Background: an optimization exercise with open tools, aiming at small area, a short achievable clock period and few clock cycles per item. Do not read the settings as production practice. Function was checked by simulation only, so behaviour that the tests miss may differ from the original. Power and IR drop assume default switching activity.

==> flow/design.v <==
`default_nettype none
package brm_pkg;
   localparam int IN_W      = 16;
   localparam int PRODUCT_W = 32;
   localparam int MAG_W     = 31;
   localparam int CFG_W     = 5;
   localparam logic [CFG_W-1:0] CFG_RESET = 5'd16;
   localparam logic [CFG_W-1:0] MIN_WIDTH = 5'd2;
   localparam int ROUNDS_PER_STAGE = 2;
endpackage
`default_nettype wire
`default_nettype none
module booth_radix2_multiplier_core #(
   parameter int MAX_WIDTH = 16
) (
   input  logic                      clock,
   input  logic                      reset,
   input  logic                          req_valid,
   output logic                          req_ready,
   input  logic [brm_pkg::IN_W-1:0]      req_multiplicand_bits,
   input  logic [brm_pkg::IN_W-1:0]      req_multiplier_bits,
   output logic                          rsp_valid,
   input  logic                          rsp_ready,
   output logic [brm_pkg::PRODUCT_W-1:0] rsp_product_bits,
   output logic                          rsp_negative,
   output logic [brm_pkg::MAG_W-1:0]     rsp_magnitude,
   input  logic                      csr_write_enable,
   input  logic [brm_pkg::CFG_W-1:0] csr_write_data
);
   logic [15:0] wm, wtop;
   logic [31:0] pmask;
   logic [3:0] nm1_ff;
   always_ff @(posedge clock) begin
      if (reset) begin
         nm1_ff <= 4'd15;
      end else if (csr_write_enable) begin
         nm1_ff <= (csr_write_data < 5'd2) ? 4'd1 : (csr_write_data > 5'd16) ? 4'd15 : 4'(csr_write_data - 5'd1);
      end
   end
   always_comb begin
      for (int i = 0; i < 16; i++) begin
         wm[i] = (4'(i) <= nm1_ff);
      end
   end
   assign wtop = wm & ~(wm >> 1);
   always_comb begin
      for (int i = 0; i < 16; i++) begin
         pmask[2*i]   = wm[i];
         pmask[2*i+1] = wm[i];
      end
   end
   logic        en;
   logic        req_sa, req_sb;
   logic [15:0] ax;
   logic [7:0] one;
   logic [7:0] two;
   logic [7:0] neg;
   logic ng;
   logic [15:0] ax_c;
   logic [15:0] bx_c;
   logic [7:0] one_c;
   logic [7:0] two_c;
   logic [7:0] neg_c;
   logic ng_c;
   logic sx_c;
   logic bl_c;
   assign req_sa = |(req_multiplicand_bits & wtop);
   assign req_sb = |(req_multiplier_bits & wtop);
   assign req_ready = en;
   logic        op_v;
   logic [15:0] ax_q;
   logic [7:0] one_q;
   logic [7:0] two_q;
   logic [7:0] neg_q;
   logic ng_q;
   always_ff @(posedge clock) begin
      if (reset) begin
         op_v <= 1'b0;
      end else if (en) begin
         op_v <= req_valid;
      end
   end
   always_ff @(posedge clock) begin
      if (en) begin
         ax_q <= ax_c;
         one_q <= one_c;
         two_q <= two_c;
         neg_q <= neg_c;
         ng_q <= ng_c;
      end
   end
   assign ax = ax_q;
   assign one = one_q;
   assign two = two_q;
   assign neg = neg_q;
   assign ng = ng_q;
   always_comb begin
      for (int j = 0; j < 16; j++) begin
         ax_c[j] = wm[j] ? req_multiplicand_bits[j] : req_sa;
         bx_c[j] = wm[j] ? req_multiplier_bits[j] : req_sb;
      end
      sx_c = req_sa ^ req_sb;
      ng_c = sx_c & (|(req_multiplicand_bits & wm)) & (|(req_multiplier_bits & wm));
      for (int i = 0; i < 8; i++) begin
         bl_c = (i == 0) ? 1'b0 : bx_c[2*i-1];
         one_c[i] = bx_c[2*i] ^ bl_c;
         two_c[i] = (bx_c[2*i+1] & ~bx_c[2*i] & ~bl_c) | (~bx_c[2*i+1] & bx_c[2*i] & bl_c);
         neg_c[i] = bx_c[2*i+1] ^ sx_c;
      end
   end
   wire pp1 = (one[0] & ax[0]) ^ neg[0];
   wire pp2 = ((one[0] & ax[1]) | (two[0] & ax[0])) ^ neg[0];
   wire pp3 = ((one[0] & ax[2]) | (two[0] & ax[1])) ^ neg[0];
   wire pp4 = ((one[0] & ax[3]) | (two[0] & ax[2])) ^ neg[0];
   wire pp5 = ((one[0] & ax[4]) | (two[0] & ax[3])) ^ neg[0];
   wire pp6 = ((one[0] & ax[5]) | (two[0] & ax[4])) ^ neg[0];
   wire pp7 = ((one[0] & ax[6]) | (two[0] & ax[5])) ^ neg[0];
   wire pp8 = ((one[0] & ax[7]) | (two[0] & ax[6])) ^ neg[0];
   wire pp9 = ((one[0] & ax[8]) | (two[0] & ax[7])) ^ neg[0];
   wire pp10 = ((one[0] & ax[9]) | (two[0] & ax[8])) ^ neg[0];
   wire pp11 = ((one[0] & ax[10]) | (two[0] & ax[9])) ^ neg[0];
   wire pp12 = ((one[0] & ax[11]) | (two[0] & ax[10])) ^ neg[0];
   wire pp13 = ((one[0] & ax[12]) | (two[0] & ax[11])) ^ neg[0];
   wire pp14 = ((one[0] & ax[13]) | (two[0] & ax[12])) ^ neg[0];
   wire pp15 = ((one[0] & ax[14]) | (two[0] & ax[13])) ^ neg[0];
   wire pp16 = ((one[0] & ax[15]) | (two[0] & ax[14])) ^ neg[0];
   wire pp17 = ((one[0] & ax[15]) | (two[0] & ax[15])) ^ neg[0];
   wire ns18 = ~pp17;
   wire u19 = one[0] & ax[0];
   wire un20 = u19 | neg[0];
   wire nu21 = ~u19;
   wire nun22 = ~un20;
   wire pp23 = (one[1] & ax[0]) ^ neg[1];
   wire pp24 = ((one[1] & ax[1]) | (two[1] & ax[0])) ^ neg[1];
   wire pp25 = ((one[1] & ax[2]) | (two[1] & ax[1])) ^ neg[1];
   wire pp26 = ((one[1] & ax[3]) | (two[1] & ax[2])) ^ neg[1];
   wire pp27 = ((one[1] & ax[4]) | (two[1] & ax[3])) ^ neg[1];
   wire pp28 = ((one[1] & ax[5]) | (two[1] & ax[4])) ^ neg[1];
   wire pp29 = ((one[1] & ax[6]) | (two[1] & ax[5])) ^ neg[1];
   wire pp30 = ((one[1] & ax[7]) | (two[1] & ax[6])) ^ neg[1];
   wire pp31 = ((one[1] & ax[8]) | (two[1] & ax[7])) ^ neg[1];
   wire pp32 = ((one[1] & ax[9]) | (two[1] & ax[8])) ^ neg[1];
   wire pp33 = ((one[1] & ax[10]) | (two[1] & ax[9])) ^ neg[1];
   wire pp34 = ((one[1] & ax[11]) | (two[1] & ax[10])) ^ neg[1];
   wire pp35 = ((one[1] & ax[12]) | (two[1] & ax[11])) ^ neg[1];
   wire pp36 = ((one[1] & ax[13]) | (two[1] & ax[12])) ^ neg[1];
   wire pp37 = ((one[1] & ax[14]) | (two[1] & ax[13])) ^ neg[1];
   wire pp38 = ((one[1] & ax[15]) | (two[1] & ax[14])) ^ neg[1];
   wire pp39 = ((one[1] & ax[15]) | (two[1] & ax[15])) ^ neg[1];
   wire ns40 = ~pp39;
   wire u41 = one[1] & ax[0];
   wire un42 = u41 | neg[1];
   wire nu43 = ~u41;
   wire nun44 = ~un42;
   wire pp45 = (one[2] & ax[0]) ^ neg[2];
   wire pp46 = ((one[2] & ax[1]) | (two[2] & ax[0])) ^ neg[2];
   wire pp47 = ((one[2] & ax[2]) | (two[2] & ax[1])) ^ neg[2];
   wire pp48 = ((one[2] & ax[3]) | (two[2] & ax[2])) ^ neg[2];
   wire pp49 = ((one[2] & ax[4]) | (two[2] & ax[3])) ^ neg[2];
   wire pp50 = ((one[2] & ax[5]) | (two[2] & ax[4])) ^ neg[2];
   wire pp51 = ((one[2] & ax[6]) | (two[2] & ax[5])) ^ neg[2];
   wire pp52 = ((one[2] & ax[7]) | (two[2] & ax[6])) ^ neg[2];
   wire pp53 = ((one[2] & ax[8]) | (two[2] & ax[7])) ^ neg[2];
   wire pp54 = ((one[2] & ax[9]) | (two[2] & ax[8])) ^ neg[2];
   wire pp55 = ((one[2] & ax[10]) | (two[2] & ax[9])) ^ neg[2];
   wire pp56 = ((one[2] & ax[11]) | (two[2] & ax[10])) ^ neg[2];
   wire pp57 = ((one[2] & ax[12]) | (two[2] & ax[11])) ^ neg[2];
   wire pp58 = ((one[2] & ax[13]) | (two[2] & ax[12])) ^ neg[2];
   wire pp59 = ((one[2] & ax[14]) | (two[2] & ax[13])) ^ neg[2];
   wire pp60 = ((one[2] & ax[15]) | (two[2] & ax[14])) ^ neg[2];
   wire pp61 = ((one[2] & ax[15]) | (two[2] & ax[15])) ^ neg[2];
   wire ns62 = ~pp61;
   wire u63 = one[2] & ax[0];
   wire un64 = u63 | neg[2];
   wire nu65 = ~u63;
   wire nun66 = ~un64;
   wire pp67 = (one[3] & ax[0]) ^ neg[3];
   wire pp68 = ((one[3] & ax[1]) | (two[3] & ax[0])) ^ neg[3];
   wire pp69 = ((one[3] & ax[2]) | (two[3] & ax[1])) ^ neg[3];
   wire pp70 = ((one[3] & ax[3]) | (two[3] & ax[2])) ^ neg[3];
   wire pp71 = ((one[3] & ax[4]) | (two[3] & ax[3])) ^ neg[3];
   wire pp72 = ((one[3] & ax[5]) | (two[3] & ax[4])) ^ neg[3];
   wire pp73 = ((one[3] & ax[6]) | (two[3] & ax[5])) ^ neg[3];
   wire pp74 = ((one[3] & ax[7]) | (two[3] & ax[6])) ^ neg[3];
   wire pp75 = ((one[3] & ax[8]) | (two[3] & ax[7])) ^ neg[3];
   wire pp76 = ((one[3] & ax[9]) | (two[3] & ax[8])) ^ neg[3];
   wire pp77 = ((one[3] & ax[10]) | (two[3] & ax[9])) ^ neg[3];
   wire pp78 = ((one[3] & ax[11]) | (two[3] & ax[10])) ^ neg[3];
   wire pp79 = ((one[3] & ax[12]) | (two[3] & ax[11])) ^ neg[3];
   wire pp80 = ((one[3] & ax[13]) | (two[3] & ax[12])) ^ neg[3];
   wire pp81 = ((one[3] & ax[14]) | (two[3] & ax[13])) ^ neg[3];
   wire pp82 = ((one[3] & ax[15]) | (two[3] & ax[14])) ^ neg[3];
   wire pp83 = ((one[3] & ax[15]) | (two[3] & ax[15])) ^ neg[3];
   wire ns84 = ~pp83;
   wire u85 = one[3] & ax[0];
   wire un86 = u85 | neg[3];
   wire nu87 = ~u85;
   wire nun88 = ~un86;
   wire pp89 = (one[4] & ax[0]) ^ neg[4];
   wire pp90 = ((one[4] & ax[1]) | (two[4] & ax[0])) ^ neg[4];
   wire pp91 = ((one[4] & ax[2]) | (two[4] & ax[1])) ^ neg[4];
   wire pp92 = ((one[4] & ax[3]) | (two[4] & ax[2])) ^ neg[4];
   wire pp93 = ((one[4] & ax[4]) | (two[4] & ax[3])) ^ neg[4];
   wire pp94 = ((one[4] & ax[5]) | (two[4] & ax[4])) ^ neg[4];
   wire pp95 = ((one[4] & ax[6]) | (two[4] & ax[5])) ^ neg[4];
   wire pp96 = ((one[4] & ax[7]) | (two[4] & ax[6])) ^ neg[4];
   wire pp97 = ((one[4] & ax[8]) | (two[4] & ax[7])) ^ neg[4];
   wire pp98 = ((one[4] & ax[9]) | (two[4] & ax[8])) ^ neg[4];
   wire pp99 = ((one[4] & ax[10]) | (two[4] & ax[9])) ^ neg[4];
   wire pp100 = ((one[4] & ax[11]) | (two[4] & ax[10])) ^ neg[4];
   wire pp101 = ((one[4] & ax[12]) | (two[4] & ax[11])) ^ neg[4];
   wire pp102 = ((one[4] & ax[13]) | (two[4] & ax[12])) ^ neg[4];
   wire pp103 = ((one[4] & ax[14]) | (two[4] & ax[13])) ^ neg[4];
   wire pp104 = ((one[4] & ax[15]) | (two[4] & ax[14])) ^ neg[4];
   wire pp105 = ((one[4] & ax[15]) | (two[4] & ax[15])) ^ neg[4];
   wire ns106 = ~pp105;
   wire u107 = one[4] & ax[0];
   wire un108 = u107 | neg[4];
   wire nu109 = ~u107;
   wire nun110 = ~un108;
   wire pp111 = (one[5] & ax[0]) ^ neg[5];
   wire pp112 = ((one[5] & ax[1]) | (two[5] & ax[0])) ^ neg[5];
   wire pp113 = ((one[5] & ax[2]) | (two[5] & ax[1])) ^ neg[5];
   wire pp114 = ((one[5] & ax[3]) | (two[5] & ax[2])) ^ neg[5];
   wire pp115 = ((one[5] & ax[4]) | (two[5] & ax[3])) ^ neg[5];
   wire pp116 = ((one[5] & ax[5]) | (two[5] & ax[4])) ^ neg[5];
   wire pp117 = ((one[5] & ax[6]) | (two[5] & ax[5])) ^ neg[5];
   wire pp118 = ((one[5] & ax[7]) | (two[5] & ax[6])) ^ neg[5];
   wire pp119 = ((one[5] & ax[8]) | (two[5] & ax[7])) ^ neg[5];
   wire pp120 = ((one[5] & ax[9]) | (two[5] & ax[8])) ^ neg[5];
   wire pp121 = ((one[5] & ax[10]) | (two[5] & ax[9])) ^ neg[5];
   wire pp122 = ((one[5] & ax[11]) | (two[5] & ax[10])) ^ neg[5];
   wire pp123 = ((one[5] & ax[12]) | (two[5] & ax[11])) ^ neg[5];
   wire pp124 = ((one[5] & ax[13]) | (two[5] & ax[12])) ^ neg[5];
   wire pp125 = ((one[5] & ax[14]) | (two[5] & ax[13])) ^ neg[5];
   wire pp126 = ((one[5] & ax[15]) | (two[5] & ax[14])) ^ neg[5];
   wire pp127 = ((one[5] & ax[15]) | (two[5] & ax[15])) ^ neg[5];
   wire ns128 = ~pp127;
   wire u129 = one[5] & ax[0];
   wire un130 = u129 | neg[5];
   wire nu131 = ~u129;
   wire nun132 = ~un130;
   wire pp133 = (one[6] & ax[0]) ^ neg[6];
   wire pp134 = ((one[6] & ax[1]) | (two[6] & ax[0])) ^ neg[6];
   wire pp135 = ((one[6] & ax[2]) | (two[6] & ax[1])) ^ neg[6];
   wire pp136 = ((one[6] & ax[3]) | (two[6] & ax[2])) ^ neg[6];
   wire pp137 = ((one[6] & ax[4]) | (two[6] & ax[3])) ^ neg[6];
   wire pp138 = ((one[6] & ax[5]) | (two[6] & ax[4])) ^ neg[6];
   wire pp139 = ((one[6] & ax[6]) | (two[6] & ax[5])) ^ neg[6];
   wire pp140 = ((one[6] & ax[7]) | (two[6] & ax[6])) ^ neg[6];
   wire pp141 = ((one[6] & ax[8]) | (two[6] & ax[7])) ^ neg[6];
   wire pp142 = ((one[6] & ax[9]) | (two[6] & ax[8])) ^ neg[6];
   wire pp143 = ((one[6] & ax[10]) | (two[6] & ax[9])) ^ neg[6];
   wire pp144 = ((one[6] & ax[11]) | (two[6] & ax[10])) ^ neg[6];
   wire pp145 = ((one[6] & ax[12]) | (two[6] & ax[11])) ^ neg[6];
   wire pp146 = ((one[6] & ax[13]) | (two[6] & ax[12])) ^ neg[6];
   wire pp147 = ((one[6] & ax[14]) | (two[6] & ax[13])) ^ neg[6];
   wire pp148 = ((one[6] & ax[15]) | (two[6] & ax[14])) ^ neg[6];
   wire pp149 = ((one[6] & ax[15]) | (two[6] & ax[15])) ^ neg[6];
   wire ns150 = ~pp149;
   wire u151 = one[6] & ax[0];
   wire un152 = u151 | neg[6];
   wire nu153 = ~u151;
   wire nun154 = ~un152;
   wire pp155 = (one[7] & ax[0]) ^ neg[7];
   wire pp156 = ((one[7] & ax[1]) | (two[7] & ax[0])) ^ neg[7];
   wire pp157 = ((one[7] & ax[2]) | (two[7] & ax[1])) ^ neg[7];
   wire pp158 = ((one[7] & ax[3]) | (two[7] & ax[2])) ^ neg[7];
   wire pp159 = ((one[7] & ax[4]) | (two[7] & ax[3])) ^ neg[7];
   wire pp160 = ((one[7] & ax[5]) | (two[7] & ax[4])) ^ neg[7];
   wire pp161 = ((one[7] & ax[6]) | (two[7] & ax[5])) ^ neg[7];
   wire pp162 = ((one[7] & ax[7]) | (two[7] & ax[6])) ^ neg[7];
   wire pp163 = ((one[7] & ax[8]) | (two[7] & ax[7])) ^ neg[7];
   wire pp164 = ((one[7] & ax[9]) | (two[7] & ax[8])) ^ neg[7];
   wire pp165 = ((one[7] & ax[10]) | (two[7] & ax[9])) ^ neg[7];
   wire pp166 = ((one[7] & ax[11]) | (two[7] & ax[10])) ^ neg[7];
   wire pp167 = ((one[7] & ax[12]) | (two[7] & ax[11])) ^ neg[7];
   wire pp168 = ((one[7] & ax[13]) | (two[7] & ax[12])) ^ neg[7];
   wire pp169 = ((one[7] & ax[14]) | (two[7] & ax[13])) ^ neg[7];
   wire pp170 = ((one[7] & ax[15]) | (two[7] & ax[14])) ^ neg[7];
   wire pp171 = ((one[7] & ax[15]) | (two[7] & ax[15])) ^ neg[7];
   wire ns172 = ~pp171;
   wire u173 = one[7] & ax[0];
   wire un174 = u173 | neg[7];
   wire nu175 = ~u173;
   wire nun176 = ~un174;
   wire s177 = pp11 ^ pp31;
   wire c178 = pp11 & pp31;
   wire s179 = pp12 ^ pp32 ^ pp52;
   wire c180 = (pp12 & pp32) | (pp52 & (pp12 ^ pp32));
   wire s181 = pp13 ^ pp33 ^ pp53;
   wire c182 = (pp13 & pp33) | (pp53 & (pp13 ^ pp33));
   wire s183 = pp73 ^ pp93;
   wire c184 = pp73 & pp93;
   wire s185 = pp14 ^ pp34 ^ pp54;
   wire c186 = (pp14 & pp34) | (pp54 & (pp14 ^ pp34));
   wire s187 = pp74 ^ pp94 ^ pp114;
   wire c188 = (pp74 & pp94) | (pp114 & (pp74 ^ pp94));
   wire s189 = pp15 ^ pp35 ^ pp55;
   wire c190 = (pp15 & pp35) | (pp55 & (pp15 ^ pp35));
   wire s191 = pp75 ^ pp95 ^ pp115;
   wire c192 = (pp75 & pp95) | (pp115 & (pp75 ^ pp95));
   wire s193 = pp135 ^ un152;
   wire c194 = pp135 & un152;
   wire s195 = pp16 ^ pp36 ^ pp56;
   wire c196 = (pp16 & pp36) | (pp56 & (pp16 ^ pp36));
   wire s197 = pp76 ^ pp96 ^ pp116;
   wire c198 = (pp76 & pp96) | (pp116 & (pp76 ^ pp96));
   wire s199 = pp136 ^ pp156 ^ nun176;
   wire c200 = (pp136 & pp156) | (nun176 & (pp136 ^ pp156));
   wire s201 = ns18 ^ pp37 ^ pp57;
   wire c202 = (ns18 & pp37) | (pp57 & (ns18 ^ pp37));
   wire s203 = pp77 ^ pp97 ^ pp117;
   wire c204 = (pp77 & pp97) | (pp117 & (pp77 ^ pp97));
   wire s205 = pp137 ^ pp157 ^ un174;
   wire c206 = (pp137 & pp157) | (un174 & (pp137 ^ pp157));
   wire s207 = 1'b1 ^ pp38 ^ pp58;
   wire c208 = (1'b1 & pp38) | (pp58 & (1'b1 ^ pp38));
   wire s209 = pp78 ^ pp98 ^ pp118;
   wire c210 = (pp78 & pp98) | (pp118 & (pp78 ^ pp98));
   wire s211 = pp138 ^ pp158;
   wire c212 = pp138 & pp158;
   wire s213 = ns40 ^ pp59 ^ pp79;
   wire c214 = (ns40 & pp59) | (pp79 & (ns40 ^ pp59));
   wire s215 = pp99 ^ pp119 ^ pp139;
   wire c216 = (pp99 & pp119) | (pp139 & (pp99 ^ pp119));
   wire s217 = 1'b1 ^ pp60 ^ pp80;
   wire c218 = (1'b1 & pp60) | (pp80 & (1'b1 ^ pp60));
   wire s219 = pp100 ^ pp120;
   wire c220 = pp100 & pp120;
   wire s221 = ns62 ^ pp81 ^ pp101;
   wire c222 = (ns62 & pp81) | (pp101 & (ns62 ^ pp81));
   wire s223 = 1'b1 ^ pp82;
   wire c224 = 1'b1 & pp82;
   wire s225 = pp7 ^ pp27;
   wire c226 = pp7 & pp27;
   wire s227 = pp8 ^ pp28 ^ pp48;
   wire c228 = (pp8 & pp28) | (pp48 & (pp8 ^ pp28));
   wire s229 = pp9 ^ pp29 ^ pp49;
   wire c230 = (pp9 & pp29) | (pp49 & (pp9 ^ pp29));
   wire s231 = pp69 ^ un86;
   wire c232 = pp69 & un86;
   wire s233 = pp10 ^ pp30 ^ pp50;
   wire c234 = (pp10 & pp30) | (pp50 & (pp10 ^ pp30));
   wire s235 = pp70 ^ pp90 ^ nun110;
   wire c236 = (pp70 & pp90) | (nun110 & (pp70 ^ pp90));
   wire s237 = pp51 ^ pp71 ^ pp91;
   wire c238 = (pp51 & pp71) | (pp91 & (pp51 ^ pp71));
   wire s239 = un108 ^ nu131 ^ s177;
   wire c240 = (un108 & nu131) | (s177 & (un108 ^ nu131));
   wire s241 = pp72 ^ pp92 ^ pp112;
   wire c242 = (pp72 & pp92) | (pp112 & (pp72 ^ pp92));
   wire s243 = nun132 ^ c178 ^ s179;
   wire c244 = (nun132 & c178) | (s179 & (nun132 ^ c178));
   wire s245 = pp113 ^ un130 ^ nu153;
   wire c246 = (pp113 & un130) | (nu153 & (pp113 ^ un130));
   wire s247 = s183 ^ c180 ^ s181;
   wire c248 = (s183 & c180) | (s181 & (s183 ^ c180));
   wire s249 = pp134 ^ nun154 ^ c184;
   wire c250 = (pp134 & nun154) | (c184 & (pp134 ^ nun154));
   wire s251 = c182 ^ s185 ^ s187;
   wire c252 = (c182 & s185) | (s187 & (c182 ^ s185));
   wire s253 = nu175 ^ s193 ^ c186;
   wire c254 = (nu175 & s193) | (c186 & (nu175 ^ s193));
   wire s255 = c188 ^ s189 ^ s191;
   wire c256 = (c188 & s189) | (s191 & (c188 ^ s189));
   wire s257 = c194 ^ c190 ^ c192;
   wire c258 = (c194 & c190) | (c192 & (c194 ^ c190));
   wire s259 = s195 ^ s197 ^ s199;
   wire c260 = (s195 & s197) | (s199 & (s195 ^ s197));
   wire s261 = c196 ^ c198 ^ c200;
   wire c262 = (c196 & c198) | (c200 & (c196 ^ c198));
   wire s263 = s201 ^ s203 ^ s205;
   wire c264 = (s201 & s203) | (s205 & (s201 ^ s203));
   wire s265 = s211 ^ c202 ^ c204;
   wire c266 = (s211 & c202) | (c204 & (s211 ^ c202));
   wire s267 = c206 ^ s207 ^ s209;
   wire c268 = (c206 & s207) | (s209 & (c206 ^ s207));
   wire s269 = pp159 ^ c212 ^ c208;
   wire c270 = (pp159 & c212) | (c208 & (pp159 ^ c212));
   wire s271 = c210 ^ s213 ^ s215;
   wire c272 = (c210 & s213) | (s215 & (c210 ^ s213));
   wire s273 = pp140 ^ pp160 ^ s219;
   wire c274 = (pp140 & pp160) | (s219 & (pp140 ^ pp160));
   wire s275 = c214 ^ c216 ^ s217;
   wire c276 = (c214 & c216) | (s217 & (c214 ^ c216));
   wire s277 = pp121 ^ pp141 ^ pp161;
   wire c278 = (pp121 & pp141) | (pp161 & (pp121 ^ pp141));
   wire s279 = c220 ^ c218 ^ s221;
   wire c280 = (c220 & c218) | (s221 & (c220 ^ c218));
   wire s281 = pp102 ^ pp122 ^ pp142;
   wire c282 = (pp102 & pp122) | (pp142 & (pp102 ^ pp122));
   wire s283 = pp162 ^ s223 ^ c222;
   wire c284 = (pp162 & s223) | (c222 & (pp162 ^ s223));
   wire s285 = ns84 ^ pp103 ^ pp123;
   wire c286 = (ns84 & pp103) | (pp123 & (ns84 ^ pp103));
   wire s287 = pp143 ^ pp163 ^ c224;
   wire c288 = (pp143 & pp163) | (c224 & (pp143 ^ pp163));
   wire s289 = 1'b1 ^ pp104 ^ pp124;
   wire c290 = (1'b1 & pp104) | (pp124 & (1'b1 ^ pp104));
   wire s291 = pp144 ^ pp164;
   wire c292 = pp144 & pp164;
   wire s293 = ns106 ^ pp125 ^ pp145;
   wire c294 = (ns106 & pp125) | (pp145 & (ns106 ^ pp125));
   wire s295 = 1'b1 ^ pp126;
   wire c296 = 1'b1 & pp126;
   wire s297 = pp5 ^ pp25;
   wire c298 = pp5 & pp25;
   wire s299 = pp6 ^ pp26 ^ pp46;
   wire c300 = (pp6 & pp26) | (pp46 & (pp6 ^ pp26));
   wire s301 = pp47 ^ un64 ^ nu87;
   wire c302 = (pp47 & un64) | (nu87 & (pp47 ^ un64));
   wire s303 = pp68 ^ nun88 ^ c226;
   wire c304 = (pp68 & nun88) | (c226 & (pp68 ^ nun88));
   wire s305 = nu109 ^ s231 ^ c228;
   wire c306 = (nu109 & s231) | (c228 & (nu109 ^ s231));
   wire s307 = c232 ^ c230 ^ s233;
   wire c308 = (c232 & c230) | (s233 & (c232 ^ c230));
   wire s309 = c234 ^ c236 ^ s237;
   wire c310 = (c234 & c236) | (s237 & (c234 ^ c236));
   wire s311 = c238 ^ s241 ^ c240;
   wire c312 = (c238 & s241) | (c240 & (c238 ^ s241));
   wire s313 = c242 ^ s245 ^ c244;
   wire c314 = (c242 & s245) | (c244 & (c242 ^ s245));
   wire s315 = c246 ^ s249 ^ c248;
   wire c316 = (c246 & s249) | (c248 & (c246 ^ s249));
   wire s317 = c250 ^ s253 ^ c252;
   wire c318 = (c250 & s253) | (c252 & (c250 ^ s253));
   wire s319 = c254 ^ s257 ^ c256;
   wire c320 = (c254 & s257) | (c256 & (c254 ^ s257));
   wire s321 = c258 ^ s261 ^ c260;
   wire c322 = (c258 & s261) | (c260 & (c258 ^ s261));
   wire s323 = c262 ^ s265 ^ c264;
   wire c324 = (c262 & s265) | (c264 & (c262 ^ s265));
   wire s325 = c266 ^ s269 ^ c268;
   wire c326 = (c266 & s269) | (c268 & (c266 ^ s269));
   wire s327 = s273 ^ c270 ^ c272;
   wire c328 = (s273 & c270) | (c272 & (s273 ^ c270));
   wire s329 = s277 ^ c274 ^ c276;
   wire c330 = (s277 & c274) | (c276 & (s277 ^ c274));
   wire s331 = c278 ^ s281 ^ s283;
   wire c332 = (c278 & s281) | (s283 & (c278 ^ s281));
   wire s333 = c282 ^ s285 ^ s287;
   wire c334 = (c282 & s285) | (s287 & (c282 ^ s285));
   wire s335 = s291 ^ c286 ^ s289;
   wire c336 = (s291 & c286) | (s289 & (s291 ^ c286));
   wire s337 = pp165 ^ c292 ^ c290;
   wire c338 = (pp165 & c292) | (c290 & (pp165 ^ c292));
   wire s339 = pp146 ^ pp166 ^ s295;
   wire c340 = (pp146 & pp166) | (s295 & (pp146 ^ pp166));
   wire s341 = ns128 ^ pp147 ^ pp167;
   wire c342 = (ns128 & pp147) | (pp167 & (ns128 ^ pp147));
   wire s343 = 1'b1 ^ pp148;
   wire c344 = 1'b1 & pp148;
   wire s345 = pp3 ^ un20;
   wire c346 = pp3 & un20;
   wire s347 = pp4 ^ pp24 ^ nun44;
   wire c348 = (pp4 & pp24) | (nun44 & (pp4 ^ pp24));
   wire s349 = un42 ^ nu65 ^ s297;
   wire c350 = (un42 & nu65) | (s297 & (un42 ^ nu65));
   wire s351 = nun66 ^ c298 ^ s299;
   wire c352 = (nun66 & c298) | (s299 & (nun66 ^ c298));
   wire s353 = s225 ^ c300 ^ s301;
   wire c354 = (s225 & c300) | (s301 & (s225 ^ c300));
   wire s355 = c302 ^ s227 ^ s303;
   wire c356 = (c302 & s227) | (s303 & (c302 ^ s227));
   wire s357 = s229 ^ c304 ^ s305;
   wire c358 = (s229 & c304) | (s305 & (s229 ^ c304));
   wire s359 = s235 ^ c306 ^ s307;
   wire c360 = (s235 & c306) | (s307 & (s235 ^ c306));
   wire s361 = s239 ^ c308 ^ s309;
   wire c362 = (s239 & c308) | (s309 & (s239 ^ c308));
   wire s363 = c310 ^ s243 ^ s311;
   wire c364 = (c310 & s243) | (s311 & (c310 ^ s243));
   wire s365 = s247 ^ c312 ^ s313;
   wire c366 = (s247 & c312) | (s313 & (s247 ^ c312));
   wire s367 = s251 ^ c314 ^ s315;
   wire c368 = (s251 & c314) | (s315 & (s251 ^ c314));
   wire s369 = s255 ^ c316 ^ s317;
   wire c370 = (s255 & c316) | (s317 & (s255 ^ c316));
   wire s371 = s259 ^ c318 ^ s319;
   wire c372 = (s259 & c318) | (s319 & (s259 ^ c318));
   wire s373 = s263 ^ c320 ^ s321;
   wire c374 = (s263 & c320) | (s321 & (s263 ^ c320));
   wire s375 = s267 ^ c322 ^ s323;
   wire c376 = (s267 & c322) | (s323 & (s267 ^ c322));
   wire s377 = s271 ^ c324 ^ s325;
   wire c378 = (s271 & c324) | (s325 & (s271 ^ c324));
   wire s379 = s275 ^ c326 ^ s327;
   wire c380 = (s275 & c326) | (s327 & (s275 ^ c326));
   wire s381 = s279 ^ c328 ^ s329;
   wire c382 = (s279 & c328) | (s329 & (s279 ^ c328));
   wire s383 = c280 ^ c330 ^ s331;
   wire c384 = (c280 & c330) | (s331 & (c280 ^ c330));
   wire s385 = c284 ^ s333 ^ c332;
   wire c386 = (c284 & s333) | (c332 & (c284 ^ s333));
   wire s387 = c288 ^ s335 ^ c334;
   wire c388 = (c288 & s335) | (c334 & (c288 ^ s335));
   wire s389 = s293 ^ s337 ^ c336;
   wire c390 = (s293 & s337) | (c336 & (s293 ^ s337));
   wire s391 = c294 ^ s339 ^ c338;
   wire c392 = (c294 & s339) | (c338 & (c294 ^ s339));
   wire s393 = c296 ^ s341 ^ c340;
   wire c394 = (c296 & s341) | (c340 & (c296 ^ s341));
   wire s395 = pp168 ^ s343 ^ c342;
   wire c396 = (pp168 & s343) | (c342 & (pp168 ^ s343));
   wire s397 = ns150 ^ pp169 ^ c344;
   wire c398 = (ns150 & pp169) | (c344 & (ns150 ^ pp169));
   wire s399 = 1'b1 ^ pp170;
   wire c400 = 1'b1 & pp170;
   wire p401 = mid_1 ^ mid_2;
   wire g402 = mid_1 & mid_2;
   wire p403 = mid_3 ^ mid_4;
   wire g404 = mid_3 & mid_4;
   wire p405 = mid_5 ^ mid_6;
   wire g406 = mid_5 & mid_6;
   wire p407 = mid_7 ^ mid_8;
   wire g408 = mid_7 & mid_8;
   wire p409 = mid_9 ^ mid_10;
   wire g410 = mid_9 & mid_10;
   wire p411 = mid_11 ^ mid_12;
   wire g412 = mid_11 & mid_12;
   wire p413 = mid_13 ^ mid_14;
   wire g414 = mid_13 & mid_14;
   wire p415 = mid_15 ^ mid_16;
   wire g416 = mid_15 & mid_16;
   wire p417 = mid_17 ^ mid_18;
   wire g418 = mid_17 & mid_18;
   wire p419 = mid_19 ^ mid_20;
   wire g420 = mid_19 & mid_20;
   wire p421 = mid_21 ^ mid_22;
   wire g422 = mid_21 & mid_22;
   wire p423 = mid_23 ^ mid_24;
   wire g424 = mid_23 & mid_24;
   wire p425 = mid_25 ^ mid_26;
   wire g426 = mid_25 & mid_26;
   wire p427 = mid_27 ^ mid_28;
   wire g428 = mid_27 & mid_28;
   wire p429 = mid_29 ^ mid_30;
   wire g430 = mid_29 & mid_30;
   wire p431 = mid_31 ^ mid_32;
   wire g432 = mid_31 & mid_32;
   wire p433 = mid_33 ^ mid_34;
   wire g434 = mid_33 & mid_34;
   wire p435 = mid_35 ^ mid_36;
   wire g436 = mid_35 & mid_36;
   wire p437 = mid_37 ^ mid_38;
   wire g438 = mid_37 & mid_38;
   wire p439 = mid_39 ^ mid_40;
   wire g440 = mid_39 & mid_40;
   wire p441 = mid_41 ^ mid_42;
   wire g442 = mid_41 & mid_42;
   wire p443 = mid_43 ^ mid_44;
   wire g444 = mid_43 & mid_44;
   wire p445 = mid_45 ^ mid_46;
   wire g446 = mid_45 & mid_46;
   wire p447 = mid_47 ^ mid_48;
   wire g448 = mid_47 & mid_48;
   wire p449 = mid_49 ^ mid_50;
   wire g450 = mid_49 & mid_50;
   wire p451 = mid_51 ^ mid_52;
   wire g452 = mid_51 & mid_52;
   wire p453 = mid_53 ^ mid_54;
   wire g454 = mid_53 & mid_54;
   wire p455 = mid_55 ^ mid_56;
   wire g456 = mid_55 & mid_56;
   wire p457 = mid_57 ^ mid_58;
   wire g458 = mid_57 & mid_58;
   wire p459 = mid_59 ^ mid_60;
   wire g460 = mid_59 & mid_60;
   wire T461 = p401 & mid_0;
   wire G462 = g406 | (p405 & g404);
   wire T463 = p405 & p403;
   wire G464 = g410 | (p409 & g408);
   wire T465 = p409 & p407;
   wire G466 = g414 | (p413 & g412);
   wire T467 = p413 & p411;
   wire G468 = g418 | (p417 & g416);
   wire T469 = p417 & p415;
   wire G470 = g422 | (p421 & g420);
   wire T471 = p421 & p419;
   wire G472 = g426 | (p425 & g424);
   wire T473 = p425 & p423;
   wire G474 = g430 | (p429 & g428);
   wire T475 = p429 & p427;
   wire G476 = g434 | (p433 & g432);
   wire T477 = p433 & p431;
   wire G478 = g438 | (p437 & g436);
   wire T479 = p437 & p435;
   wire G480 = g442 | (p441 & g440);
   wire T481 = p441 & p439;
   wire G482 = g446 | (p445 & g444);
   wire T483 = p445 & p443;
   wire G484 = g450 | (p449 & g448);
   wire T485 = p449 & p447;
   wire G486 = g454 | (p453 & g452);
   wire T487 = p453 & p451;
   wire G488 = g458 | (p457 & g456);
   wire T489 = p457 & p455;
   wire G490 = 1'b1 & g460;
   wire T491 = 1'b1 & p459;
   wire G492 = g404 | (p403 & g402);
   wire T493 = p403 & T461;
   wire G494 = G462 | (T463 & g402);
   wire T495 = T463 & T461;
   wire G496 = g412 | (p411 & G464);
   wire T497 = p411 & T465;
   wire G498 = G466 | (T467 & G464);
   wire T499 = T467 & T465;
   wire G500 = g420 | (p419 & G468);
   wire T501 = p419 & T469;
   wire G502 = G470 | (T471 & G468);
   wire T503 = T471 & T469;
   wire G504 = g428 | (p427 & G472);
   wire T505 = p427 & T473;
   wire G506 = G474 | (T475 & G472);
   wire T507 = T475 & T473;
   wire G508 = g436 | (p435 & G476);
   wire T509 = p435 & T477;
   wire G510 = G478 | (T479 & G476);
   wire T511 = T479 & T477;
   wire G512 = g444 | (p443 & G480);
   wire T513 = p443 & T481;
   wire G514 = G482 | (T483 & G480);
   wire T515 = T483 & T481;
   wire G516 = g452 | (p451 & G484);
   wire T517 = p451 & T485;
   wire G518 = G486 | (T487 & G484);
   wire T519 = T487 & T485;
   wire G520 = g460 | (p459 & G488);
   wire T521 = p459 & T489;
   wire G522 = G490 | (T491 & G488);
   wire T523 = T491 & T489;
   wire G524 = g408 | (p407 & G494);
   wire T525 = p407 & T495;
   wire G526 = G464 | (T465 & G494);
   wire T527 = T465 & T495;
   wire G528 = G496 | (T497 & G494);
   wire T529 = T497 & T495;
   wire G530 = G498 | (T499 & G494);
   wire T531 = T499 & T495;
   wire G532 = g424 | (p423 & G502);
   wire T533 = p423 & T503;
   wire G534 = G472 | (T473 & G502);
   wire T535 = T473 & T503;
   wire G536 = G504 | (T505 & G502);
   wire T537 = T505 & T503;
   wire G538 = G506 | (T507 & G502);
   wire T539 = T507 & T503;
   wire G540 = g440 | (p439 & G510);
   wire T541 = p439 & T511;
   wire G542 = G480 | (T481 & G510);
   wire T543 = T481 & T511;
   wire G544 = G512 | (T513 & G510);
   wire T545 = T513 & T511;
   wire G546 = G514 | (T515 & G510);
   wire T547 = T515 & T511;
   wire G548 = g456 | (p455 & G518);
   wire T549 = p455 & T519;
   wire G550 = G488 | (T489 & G518);
   wire T551 = T489 & T519;
   wire G552 = G520 | (T521 & G518);
   wire T553 = T521 & T519;
   wire G554 = G522 | (T523 & G518);
   wire T555 = T523 & T519;
   wire G556 = g416 | (p415 & G530);
   wire T557 = p415 & T531;
   wire G558 = G468 | (T469 & G530);
   wire T559 = T469 & T531;
   wire G560 = G500 | (T501 & G530);
   wire T561 = T501 & T531;
   wire G562 = G502 | (T503 & G530);
   wire T563 = T503 & T531;
   wire G564 = G532 | (T533 & G530);
   wire T565 = T533 & T531;
   wire G566 = G534 | (T535 & G530);
   wire T567 = T535 & T531;
   wire G568 = G536 | (T537 & G530);
   wire T569 = T537 & T531;
   wire G570 = G538 | (T539 & G530);
   wire T571 = T539 & T531;
   wire G572 = g448 | (p447 & G546);
   wire T573 = p447 & T547;
   wire G574 = G484 | (T485 & G546);
   wire T575 = T485 & T547;
   wire G576 = G516 | (T517 & G546);
   wire T577 = T517 & T547;
   wire G578 = G518 | (T519 & G546);
   wire T579 = T519 & T547;
   wire G580 = G548 | (T549 & G546);
   wire T581 = T549 & T547;
   wire G582 = G550 | (T551 & G546);
   wire T583 = T551 & T547;
   wire G584 = G552 | (T553 & G546);
   wire T585 = T553 & T547;
   wire G586 = G554 | (T555 & G546);
   wire T587 = T555 & T547;
   wire G588 = g432 | (p431 & G570);
   wire T589 = p431 & T571;
   wire G590 = G476 | (T477 & G570);
   wire T591 = T477 & T571;
   wire G592 = G508 | (T509 & G570);
   wire T593 = T509 & T571;
   wire G594 = G510 | (T511 & G570);
   wire T595 = T511 & T571;
   wire G596 = G540 | (T541 & G570);
   wire T597 = T541 & T571;
   wire G598 = G542 | (T543 & G570);
   wire T599 = T543 & T571;
   wire G600 = G544 | (T545 & G570);
   wire T601 = T545 & T571;
   wire G602 = G546 | (T547 & G570);
   wire T603 = T547 & T571;
   wire G604 = G572 | (T573 & G570);
   wire T605 = T573 & T571;
   wire G606 = G574 | (T575 & G570);
   wire T607 = T575 & T571;
   wire G608 = G576 | (T577 & G570);
   wire T609 = T577 & T571;
   wire G610 = G578 | (T579 & G570);
   wire T611 = T579 & T571;
   wire G612 = G580 | (T581 & G570);
   wire T613 = T581 & T571;
   wire G614 = G582 | (T583 & G570);
   wire T615 = T583 & T571;
   wire G616 = G584 | (T585 & G570);
   wire T617 = T585 & T571;
   wire G618 = G586 | (T587 & G570);
   wire T619 = T587 & T571;
   logic mid_v;
   logic mid_0;
   logic mid_1;
   logic mid_2;
   logic mid_3;
   logic mid_4;
   logic mid_5;
   logic mid_6;
   logic mid_7;
   logic mid_8;
   logic mid_9;
   logic mid_10;
   logic mid_11;
   logic mid_12;
   logic mid_13;
   logic mid_14;
   logic mid_15;
   logic mid_16;
   logic mid_17;
   logic mid_18;
   logic mid_19;
   logic mid_20;
   logic mid_21;
   logic mid_22;
   logic mid_23;
   logic mid_24;
   logic mid_25;
   logic mid_26;
   logic mid_27;
   logic mid_28;
   logic mid_29;
   logic mid_30;
   logic mid_31;
   logic mid_32;
   logic mid_33;
   logic mid_34;
   logic mid_35;
   logic mid_36;
   logic mid_37;
   logic mid_38;
   logic mid_39;
   logic mid_40;
   logic mid_41;
   logic mid_42;
   logic mid_43;
   logic mid_44;
   logic mid_45;
   logic mid_46;
   logic mid_47;
   logic mid_48;
   logic mid_49;
   logic mid_50;
   logic mid_51;
   logic mid_52;
   logic mid_53;
   logic mid_54;
   logic mid_55;
   logic mid_56;
   logic mid_57;
   logic mid_58;
   logic mid_59;
   logic mid_60;
   logic mid_61;
   always_ff @(posedge clock) begin
      if (reset) begin
         mid_v <= 1'b0;
      end else if (en) begin
         mid_v <= op_v;
      end
   end
   always_ff @(posedge clock) begin
      if (en) begin
         mid_0 <= nu21;
         mid_1 <= pp2;
         mid_2 <= nun22;
         mid_3 <= s345;
         mid_4 <= nu43;
         mid_5 <= s347;
         mid_6 <= c346;
         mid_7 <= s349;
         mid_8 <= c348;
         mid_9 <= s351;
         mid_10 <= c350;
         mid_11 <= s353;
         mid_12 <= c352;
         mid_13 <= s355;
         mid_14 <= c354;
         mid_15 <= s357;
         mid_16 <= c356;
         mid_17 <= s359;
         mid_18 <= c358;
         mid_19 <= s361;
         mid_20 <= c360;
         mid_21 <= s363;
         mid_22 <= c362;
         mid_23 <= s365;
         mid_24 <= c364;
         mid_25 <= s367;
         mid_26 <= c366;
         mid_27 <= s369;
         mid_28 <= c368;
         mid_29 <= s371;
         mid_30 <= c370;
         mid_31 <= s373;
         mid_32 <= c372;
         mid_33 <= s375;
         mid_34 <= c374;
         mid_35 <= s377;
         mid_36 <= c376;
         mid_37 <= s379;
         mid_38 <= c378;
         mid_39 <= s381;
         mid_40 <= c380;
         mid_41 <= s383;
         mid_42 <= c382;
         mid_43 <= s385;
         mid_44 <= c384;
         mid_45 <= s387;
         mid_46 <= c386;
         mid_47 <= s389;
         mid_48 <= c388;
         mid_49 <= s391;
         mid_50 <= c390;
         mid_51 <= s393;
         mid_52 <= c392;
         mid_53 <= s395;
         mid_54 <= c394;
         mid_55 <= s397;
         mid_56 <= c396;
         mid_57 <= s399;
         mid_58 <= c398;
         mid_59 <= ns172;
         mid_60 <= c400;
         mid_61 <= ng;
      end
   end
   logic [31:0] prod_w;
   logic [30:0] mag_w;
   assign prod_w = {(mid_61 ? ~(1'b1 ^ G616) : (1'b1 ^ (G616 | T617))), (mid_61 ? ~(p459 ^ G614) : (p459 ^ (G614 | T615))), (mid_61 ? ~(p457 ^ G612) : (p457 ^ (G612 | T613))), (mid_61 ? ~(p455 ^ G610) : (p455 ^ (G610 | T611))), (mid_61 ? ~(p453 ^ G608) : (p453 ^ (G608 | T609))), (mid_61 ? ~(p451 ^ G606) : (p451 ^ (G606 | T607))), (mid_61 ? ~(p449 ^ G604) : (p449 ^ (G604 | T605))), (mid_61 ? ~(p447 ^ G602) : (p447 ^ (G602 | T603))), (mid_61 ? ~(p445 ^ G600) : (p445 ^ (G600 | T601))), (mid_61 ? ~(p443 ^ G598) : (p443 ^ (G598 | T599))), (mid_61 ? ~(p441 ^ G596) : (p441 ^ (G596 | T597))), (mid_61 ? ~(p439 ^ G594) : (p439 ^ (G594 | T595))), (mid_61 ? ~(p437 ^ G592) : (p437 ^ (G592 | T593))), (mid_61 ? ~(p435 ^ G590) : (p435 ^ (G590 | T591))), (mid_61 ? ~(p433 ^ G588) : (p433 ^ (G588 | T589))), (mid_61 ? ~(p431 ^ G570) : (p431 ^ (G570 | T571))), (mid_61 ? ~(p429 ^ G568) : (p429 ^ (G568 | T569))), (mid_61 ? ~(p427 ^ G566) : (p427 ^ (G566 | T567))), (mid_61 ? ~(p425 ^ G564) : (p425 ^ (G564 | T565))), (mid_61 ? ~(p423 ^ G562) : (p423 ^ (G562 | T563))), (mid_61 ? ~(p421 ^ G560) : (p421 ^ (G560 | T561))), (mid_61 ? ~(p419 ^ G558) : (p419 ^ (G558 | T559))), (mid_61 ? ~(p417 ^ G556) : (p417 ^ (G556 | T557))), (mid_61 ? ~(p415 ^ G530) : (p415 ^ (G530 | T531))), (mid_61 ? ~(p413 ^ G528) : (p413 ^ (G528 | T529))), (mid_61 ? ~(p411 ^ G526) : (p411 ^ (G526 | T527))), (mid_61 ? ~(p409 ^ G524) : (p409 ^ (G524 | T525))), (mid_61 ? ~(p407 ^ G494) : (p407 ^ (G494 | T495))), (mid_61 ? ~(p405 ^ G492) : (p405 ^ (G492 | T493))), (mid_61 ? ~(p403 ^ g402) : (p403 ^ (g402 | T461))), (mid_61 ? ~(p401 ^ 1'b0) : (p401 ^ (1'b0 | mid_0))), (mid_61 ? ~mid_0 : ~mid_0)} & pmask;
   assign mag_w  = {(p459 ^ (G614 | T615)), (p457 ^ (G612 | T613)), (p455 ^ (G610 | T611)), (p453 ^ (G608 | T609)), (p451 ^ (G606 | T607)), (p449 ^ (G604 | T605)), (p447 ^ (G602 | T603)), (p445 ^ (G600 | T601)), (p443 ^ (G598 | T599)), (p441 ^ (G596 | T597)), (p439 ^ (G594 | T595)), (p437 ^ (G592 | T593)), (p435 ^ (G590 | T591)), (p433 ^ (G588 | T589)), (p431 ^ (G570 | T571)), (p429 ^ (G568 | T569)), (p427 ^ (G566 | T567)), (p425 ^ (G564 | T565)), (p423 ^ (G562 | T563)), (p421 ^ (G560 | T561)), (p419 ^ (G558 | T559)), (p417 ^ (G556 | T557)), (p415 ^ (G530 | T531)), (p413 ^ (G528 | T529)), (p411 ^ (G526 | T527)), (p409 ^ (G524 | T525)), (p407 ^ (G494 | T495)), (p405 ^ (G492 | T493)), (p403 ^ (g402 | T461)), (p401 ^ (1'b0 | mid_0)), ~mid_0};
   logic        out_v;
   logic [31:0] prod_ff;
   logic [29:1] mag_ff;
   logic        neg_ff;
   assign en = rsp_ready;
   always_ff @(posedge clock) begin
      if (reset) begin
         out_v <= 1'b0;
      end else if (en) begin
         out_v <= mid_v;
      end
   end
   always_ff @(posedge clock) begin
      if (en) begin
         prod_ff <= prod_w;
         mag_ff  <= mag_w[29:1];
         neg_ff  <= mid_61;
      end
   end
   assign rsp_valid        = out_v;
   assign rsp_product_bits = prod_ff;
   assign rsp_magnitude    = {prod_ff[30] & ~neg_ff, mag_ff, prod_ff[0]};
   assign rsp_negative     = neg_ff;
endmodule
`default_nettype wire
==> flow/flow/run.sh <==
#!/bin/bash
# Layout flow: the standard ORFS flow (standard.sh) with two changes:
#  1. synthesis: the same script, except that Yosys's "synth -run fine:" step
#     gets -noabc, so the quick ABC pass there does not re-encode the adder
#     trees before extract_fa (it leaves fewer inverters around the fa/ha
#     cells); flops, hierarchy flattening and renaming are as in synth_recipe.tcl.
#  2. port buffers are sky130_fd_sc_hd__buf_2 instead of the delay cell that
#     buffer_ports picks by default.
# Each tool's output goes to the ORFS logs under orfs/logs; make's own output
# goes to flow_make.log here.
set -euo pipefail
here=$(pwd)
sed 's|^proc synth {args} { yosys synth -nofsm -noshare {\*}\$args }|proc synth {args} { if {[lsearch -exact $args fine:] >= 0} { lappend args -noabc }; yosys synth -nofsm -noshare {*}$args }|' synth_recipe.tcl > flow_synth.tcl
grep -q -- '-noabc' flow_synth.tcl
sed -e "s|SYNTH_SCRIPT=[^ ]*|SYNTH_SCRIPT=$here/flow_synth.tcl|" \
    -e 's|"\${@:-finish}"|BUFFER_PORTS_ARGS="-buffer_cell sky130_fd_sc_hd__buf_2" "${@:-finish}"|' standard.sh > flow_standard_mod.sh
grep -q flow_synth.tcl flow_standard_mod.sh
bash flow_standard_mod.sh > flow_make.log 2>&1
==> flow/standard.sh <==
#!/bin/bash
# synth_recipe.tcl (not shown) runs the flow's synth.tcl, then flattens the netlist and writes it again
# the make line also repeats each setting of config.mk as NAME=value (left out here)
make -C /OpenROAD-flow-scripts/flow DESIGN_CONFIG=/design/flow/config.mk WORK_HOME=/design/flow/orfs CLKGATE_MAP_FILE= SYNTH_SCRIPT=/design/flow/synth_recipe.tcl "${@:-finish}"
==> flow/config.mk <==
export PLATFORM = sky130hd
export DESIGN_NAME = booth_radix2_multiplier_core
export DESIGN_NICKNAME = booth_radix2_multiplier_core
export VERILOG_FILES = /design/flow/design.v
export SDC_FILE = /design/flow/constraint.sdc
export NUM_CORES = 4
export LEC_CHECK = 0
export ABC_CLOCK_PERIOD_IN_PS = 3100
export CAP_MARGIN = 20
export CORE_MARGIN = 2
export CORE_UTILIZATION = 40
export CTS_BUF_LIST = sky130_fd_sc_hd__clkbuf_8
export PLACE_DENSITY = 0.5
export SETUP_SLACK_MARGIN = 4.1
export SLEW_MARGIN = 20
export TNS_END_PERCENT = 30
==> flow/constraint.sdc <==
create_clock -name core_clock -period 7.2 [get_ports {clock}]
set_input_delay 1.4400 -clock core_clock [delete_from_list [all_inputs] [get_ports {clock}]]
set_output_delay 1.4400 -clock core_clock [all_outputs]
set_load 0.01 [all_outputs]
==> impl_metrics.toml, run 1 <==
[outcome]
status = "timing/DRC/antenna clean"

[clock_tree]
clk_pin_slew_ns = 0.09
cts_tree = "done"
cts_sinks = 172
htree_levels = 4
clk_path_buf_depth = 2
cts_buffers = 17
clk_latency_ns = 0.50
holdBufCountCts = 0
cts-root-buf = "clkbuf_8"

[job]
maxCapViolCount = 0

[floorplan]
fp.dieW_um = 189
dieArea_um2 = 35600
core-area_um2 = 33600
start_util_pct = 40.6
die_h_um = 189
rows = 67
ios = 108

[critical_path]
crit_arrival_ns = 1.70
required_ns = 5.76
crit_buf_inv = 2
rrSetupSlack_ns = 4.07
path_delay_family = "buffers and inverters"
critPathCaptureType = "output pin"
path_class = "in -> out"
crit_fanout = 3
slowest_delay_ns = 0.13
crit_chain = "buf_16, buf_6"
cpMaxStageDelayCell = "buf_16"
cp-start-kind = "input pin"

[synth]
synth-seq-area-share_pct = 37.3
synthArstFlopShare_pct = 0
synth.distinct_cells = 78
synth_edf_count = 165
synthFlopType = "edfxtp_1"
synth-warning-count = 1
ys_ff_latch = 172
syn_area_um2 = 13700
synthCells = 1257
syn_nets = 1444
synth_area_per_cell_um2 = 10.9

[sta]
period_needed_ns = 3.14
final-setup-viol-count = 0
fmax_ghz = 0.319
fin_tns_setup_ns = 0
finalCritPeriodShare_pct = 43.6
relSlewSlack_pct = 35.5
fin_ws_ns = 4.06
rsz0062_at_grt = "true"
maxSlewViolCount = 0
hold_viol_final = 0
tightest_slew_ns = 0.963
fin_worst_skew_ns = 0.0200

[placed_design]
place_hpwl_mm = 27.9
placed_cell_area_um2 = 14500
finalWeightedCongestion = 0.846
port_buffers = 107
pre_cts_ws_ns = 3.55

[route]
drt_wl_total_mm = 39.9
drt_iter0_drc = 831
vias = 10189
routedWlPerCell_um = 21.4
first_pass_iters = 7
avgViaCountPerCell = 5.45
postRouteAntennaNets = 0
drc_errors = 0

[hold_path]
hold_class = "reg -> reg"

[global_route]
grt_first_pass_wirelength_mm = 60.9
grt_max_degree = 58
antenna_found_initial = 0
gr-total-overflow = 0
globalRouteTotalUtil_pct = 22.8
grt_pass1_vias = 9948

[layout]
drive_gt1_share_pct = 25.3
fin_area_um2 = 16400
multiInputGateArea_um2 = 8160
final-seq-area_um2 = 5100
fillers = 3061
final_common_cell = "edfxtp_1"
final_nets = 1595
n_antenna_cell = 0
syn_to_final_growth_pct = 20.2
post-route-util_pct = 48.8
layout_common_cells = "edfxtp_1 (165), xnor2_1 (147), a22oi_1 (114)"

[pwr]
vdd_drop_max_v = 0.000208
total_power_mw = 8.39
pwr_density_cell_nw_per_um2 = 511
leakagePower_nw = 6.46
-- synth_stat cells, types with 7 or more instances --
master	number	area, µm²
inv_1	69	259
ha_1	45	563
and2_1	10	62.6
a22oi_1	122	916
a31oi_1	8	50.1
nor2b_1	7	43.8
a21oi_1	60	300
dfxtp_1	7	140
clkbuf_1	83	312
a21o_1	17	128
xnor2_1	150	1310
mux2i_1	24	240
o21ai_0	35	175
buf_1	11	41.3
nand3_1	11	55.1
nand2_1	52	195
a211o_1	7	61.3
fa_1	100	2000
nor2_1	83	312
buf_2	12	60.1
or2_2	7	43.8
edfxtp_1	165	4950
and3_1	7	43.8
nor3_1	12	60.1
xor2_1	45	394
-- cells by family (layout without fill, tap and decap cells) --
family	after synthesis	count (layout)	synth area share (%)
and+or+nand+nor	224	224	7.96
xor gates and xnor gates	196	196	12.6
adders and majority gates	145	145	18.8
AOI/OAI and AO/OA	309	309	15.7
DFF	172	172	37.3
muxes	30	30	2.44
buffers and inverters	181	345	5.17
-- repair_timing --
item	in CTS	in global routing
pin swaps	10	15
resized for setup	30	41
endpoints found under the setup margin	40	52
gates cloned	2	0
setup buffers	106	12
-- routing by layer --
| layer | global-route usage, % | wire, µm |
|---|---|---|
| met5 | 0 | 0 |
| met4 | 6.58 | 936 |
| met3 | 4.75 | 2520 |
| met2 | 34.5 | 17700 |
| met1 | 33.0 | 18700 |
-- worst paths after layout --
path	endpoint	depth (start not counted)	start
max	req_ready	2	rsp_ready
max reg2reg	mid_33	7	one_q[0]
min reg2reg	nm1_ff[1]	1	nm1_ff[1]
min	nm1_ff[1]	1	nm1_ff[1]
-- sequential cells by signal, indices dropped and copies added, names as in the netlist, 4 cells and up --
| signal | count |
|---|---|
| prod_ff | 32 |
| mag_ff | 29 |
| ax_q | 16 |
| neg_q | 8 |
| one_q | 8 |
| two_q | 8 |
| nm1_ff | 4 |
-- final cells by class --
cell class	count	area share (%)
Inverter	71	1.62
Clock buffer	17	1.42
Clock inverter	15	0.770
Sequential cell	172	31.0
Timing Repair Buffer	242	12.0
Multi-Input combinational cell	904	49.7
Tap cell	448	3.41
-- through the flow --
step / std cells / hold WS, ns
2_1_floorplan: 1257 / 0.400
3_3_place_gp: 1717 / 0.461
3_5_place_dp: 1717 / 0.459
4_1_cts: 1857 / 0.484
5_1_grt: 1869 / 0.532
6_report: 1869 / 0.484
-- where the power goes --
group,switching (mW),internal (mW)
Sequential,0.140,1.97
Combinational,3.10,2.53
Clock,0.378,0.272
Total,3.62,4.78
-- worst register-to-register path: stages (launching register included) --
cell      delay (ns)
edfxtp_1        0.55
o21ai_1         0.22
xnor2_1         0.11
fa_1            0.59
inv_1           0.08
fa_2            0.39
fa_2            0.54
fa_1            0.41
Testbench counts, summed over its fixed seeds: cycles 8,024, items 8,000.
==> run 2: changes to the inputs <==
--- a/flow/config.mk
+++ b/flow/config.mk
@@ -9,7 +9,7 @@
 export CAP_MARGIN = 20
 export CORE_MARGIN = 2
-export CORE_UTILIZATION = 40
+export CORE_UTILIZATION = 50
 export CTS_BUF_LIST = sky130_fd_sc_hd__clkbuf_8
-export PLACE_DENSITY = 0.5
+export PLACE_DENSITY = 0.7
 export SETUP_SLACK_MARGIN = 4.1
 export SLEW_MARGIN = 20
==> run 2 against run 1 <==
  * Final cell count shrank 6.3%
  * Worst hold slack worse by 0.022 ns
  * Maximum frequency shrank 4.6%
  * Clock-buffer cell count is the same
  * Clock skew rose by 0.0036 ns
  * Routed wire length fell by 5.5%
  * Register-to-register slack lost 0.16 ns
  * Sequential cell count stayed put
  * Setup slack lost 0.15 ns
  * Power fell by 2.1%
  * Cell area down 1.5%
  * Critical path depth up 8
  * Critical path type is now reg -> reg
  * Largest cell class unchanged
==> impl_metrics.toml, run 2 <==
[global_route]
grt_max_degree = 137
grt_first_pass_wirelength_mm = 57.5
globalRouteTotalUtil_pct = 26.1
grt_pass1_vias = 10273
gr-total-overflow = 0
antenna_found_initial = 0

[pwr]
power.net_switching_mw = 3.52
vdd_drop_max_v = 0.000264
pwr-share-comb_pct = 66.0
pwr_density_cell_nw_per_um2 = 508
seqPwrFrac_pct = 25.5
switching_share_pct = 42.8
clock_power_share_pct = 8.5
p_int_mw = 4.70
leakagePower_nw = 6.38

[route]
first_pass_iters = 6
avgViaCountPerCell = 6.08
drt_wl_total_mm = 37.7
vias = 10646
drc_errors = 0
postRouteAntennaNets = 0
drt_iter0_drc = 1208
routedWlPerCell_um = 21.5

[layout]
syn_to_final_growth_pct = 18.4
final_nets = 1586
largest_reg_flops = 32
drive_gt1_share_pct = 26.3
fin_area_um2 = 16200
final_common_cell = "edfxtp_1"
n_antenna_cell = 0
regMostFlops = "prod_ff"
top_regs = "prod_ff: 32 flops, mag_ff: 29 flops, ax_q: 16 flops"
layout_common_cells = "edfxtp_1 (165), xnor2_1 (145), buf_2 (105)"

[sta]
final-setup-viol-count = 0
fin_worst_skew_ns = 0.0237
tightest_slew_ns = 0.968
fmax_ghz = 0.304
fin_tns_setup_ns = 0
finalCritPeriodShare_pct = 45.7
rsz0062_at_grt = "true"
period_needed_ns = 3.29
relSlewSlack_pct = 35.2
hold_viol_final = 0
maxSlewViolCount = 0
fin_ws_ns = 3.91

[outcome]
status = "timing/DRC/antenna clean"

[floorplan]
fp.dieW_um = 169
start_util_pct = 50.8
die_h_um = 169
core-area_um2 = 26900
ios = 108
rows = 60
dieArea_um2 = 28700

[synth]
synthFlopType = "edfxtp_1"
synth_area_leaders = "edfxtp_1 (36%), fa_1 (15%), xnor2_1 (9.6%), a22oi_1 (6.7%), ha_1 (4.1%)"
syn_nets = 1444
synth-seq-area-share_pct = 37.3
synth.distinct_cells = 78
ys_ff_latch = 172
synthCells = 1257
synth_area_per_cell_um2 = 10.9
synthArstFlopShare_pct = 0
synth_largest_area_cell = "edfxtp_1"
synth_common_cells = "edfxtp_1 (165), xnor2_1 (150), a22oi_1 (122)"
synth-warning-count = 1
synth_top_area_share_pct = 36.3
syn_area_um2 = 13700
synth_edf_count = 165
yosysMostFrequentCell = "edfxtp_1"

[hold_path]
hold_class = "reg -> reg"
whs_path_depth = 0
hold_end = "mid_61"
worstHoldStart = "ng_q"

[critical_path]
critPathCaptureType = "flip-flop"
rr_endpoint = "mid_35"
cp-start-kind = "flip-flop"
ff2ff_path_depth = 10
crit_buf_inv = 4
slowest_delay_ns = 0.52
crit_fanout = 8
path_class = "reg -> reg"
cpMaxStageDelayCell = "fa_2"
rrSetupSlack_ns = 3.91
required_ns = 7.41
path_delay_family = "adder cells"
crit_arrival_ns = 3.50
timing.rr.start = "ax_q[12]"
crit_chain = "buf_4, clkbuf_16, buf_4, a22oi_2, xor2_1, ha_2, inv_2, fa_2, fa_1, fa_1"

[placed_design]
port_buffers = 107
placed_cell_area_um2 = 14300
pre_cts_ws_ns = 3.54
place_hpwl_mm = 24.8
finalWeightedCongestion = 0.940

[clock_tree]
cts_buffers = 17
cts_tree = "done"
cts-root-buf = "clkbuf_8"
htree_levels = 4
clk_path_buf_depth = 2
clk_latency_ns = 0.48
cts_sinks = 172
holdBufCountCts = 0
clk_pin_slew_ns = 0.10

[job]
maxCapViolCount = 0
==> run 2: how the worst max path moves through the flow <==
stage	startpoint	end	slack, ns	depth (start not counted)
3_5_place_dp	req_multiplicand_bits[9]	neg_q[1]	3.54	7
6_report	ax_q[12]	mid_35	3.91	10
5_1_grt	ax_q[12]	mid_35	3.84	10
2_1_floorplan	ax_q[0]	mid_31	4.06	8
4_1_cts	req_multiplicand_bits[9]	neg_q[1]	4.05	7
3_3_place_gp	req_multiplicand_bits[9]	neg_q[1]	3.61	7
==> run 2: cell families (layout without fill, tap and decap cells) <==
group,Yosys count,after routing,share of synthesized area [%]
AO/OA/AOI/OAI,309,309,15.7
multiplexers,30,30,2.44
buffers and inverters,181,335,5.17
XOR/XNOR,196,196,12.6
adder cells (fa/ha/maj),145,145,18.8
flip-flops,172,172,37.3
AND/OR/NAND/NOR,224,224,7.96
==> run 2: cell type report <==
cell class / count / area (µm²)
Clock buffer: 17 / 234
Clock inverter: 14 / 159
Fill cell: 2049 / 10700
Inverter: 71 / 267
Multi-Input combinational cell: 904 / 8180
Sequential cell: 172 / 5090
Tap cell: 341 / 427
Timing Repair Buffer: 233 / 1820
==> run 2: what timing repair did <==
item	CTS	global route
pin swaps	21	43
endpoints found under the setup margin	35	48
buffers inserted	105	8
resized for setup	34	62
gates cloned	1	1
==> run 2: through the flow <==
step                      hold slack [ns]  utilization (%)  instances  power (mW)
after floorplan                     0.400                -       1257        5.83
after global placement              0.403             53.2       1605        6.96
after detailed placement            0.406             53.2       1605        7.12
after CTS                           0.446             58.9       1742        8.05
after global routing                0.485             60.2       1752        8.95
final                               0.463             60.2       1752        8.22
==> run 2: power groups by stage <==
stage	Clock [mW]	Combinational (mW)	Sequential, mW
finish	0.699	5.42	2.10
floorplan	0	3.64	2.19
global route	0.750	6.07	2.13
detailed placement	0	4.87	2.25
global placement	0	4.71	2.24
CTS	0.711	5.24	2.10
==> run 2: metal layers <==
metal	GRT usage, %	part of all wire [%]	vias to the layer above	wire length, µm
met4	12.9	4.9	0	1830
li1	-	-	4728	-
met5	0	0	-	0
met2	40.1	45	682	16800
met3	5.43	10	127	3800
met1	35.3	41	5109	15300
==> run 2: worst register-to-register path: cells and delay by family, from the launching register on <==
family | cells | cell delay (ns)
AO/OA/AOI/OAI | 1 | 0.19
buffers and inverters | 4 | 0.54
flip-flops | 1 | 0.46
adder cells (fa/ha/maj) | 4 | 1.62
XOR/XNOR | 1 | 0.21

==> what the ideal ports hide <==
Ports are ideal in the flow. The routed layouts listed here were re-timed in OpenROAD. Step 1 sets driving cells, clkbuf_16 on the clock port and buf_2 on the other inputs (assumed; they add their load-dependent delay and slew). Step 2, shift: input delay + t, output delay - t, t = (earliest + latest rising clock arrival at the registers) / 2. This alone moves slack from input paths to output paths. a / b / c = ideal ports / drivers / drivers and shift; a / b = the first two.
| run | t, ns | slack for setup (ns) | cell pins on the clock port's net |
|---|---|---|---|
| run 1 | 0.542 | 4.061 / 3.826 / 3.725 | 1 |
| run 2 | 0.505 | 3.910 / 3.868 / 3.692 | 1 |
After both steps every run listed still meets setup and hold. For run 1, which loses most, drivers alone change the setup slack by -0.235 ns; drivers and shift together by -0.336 ns.
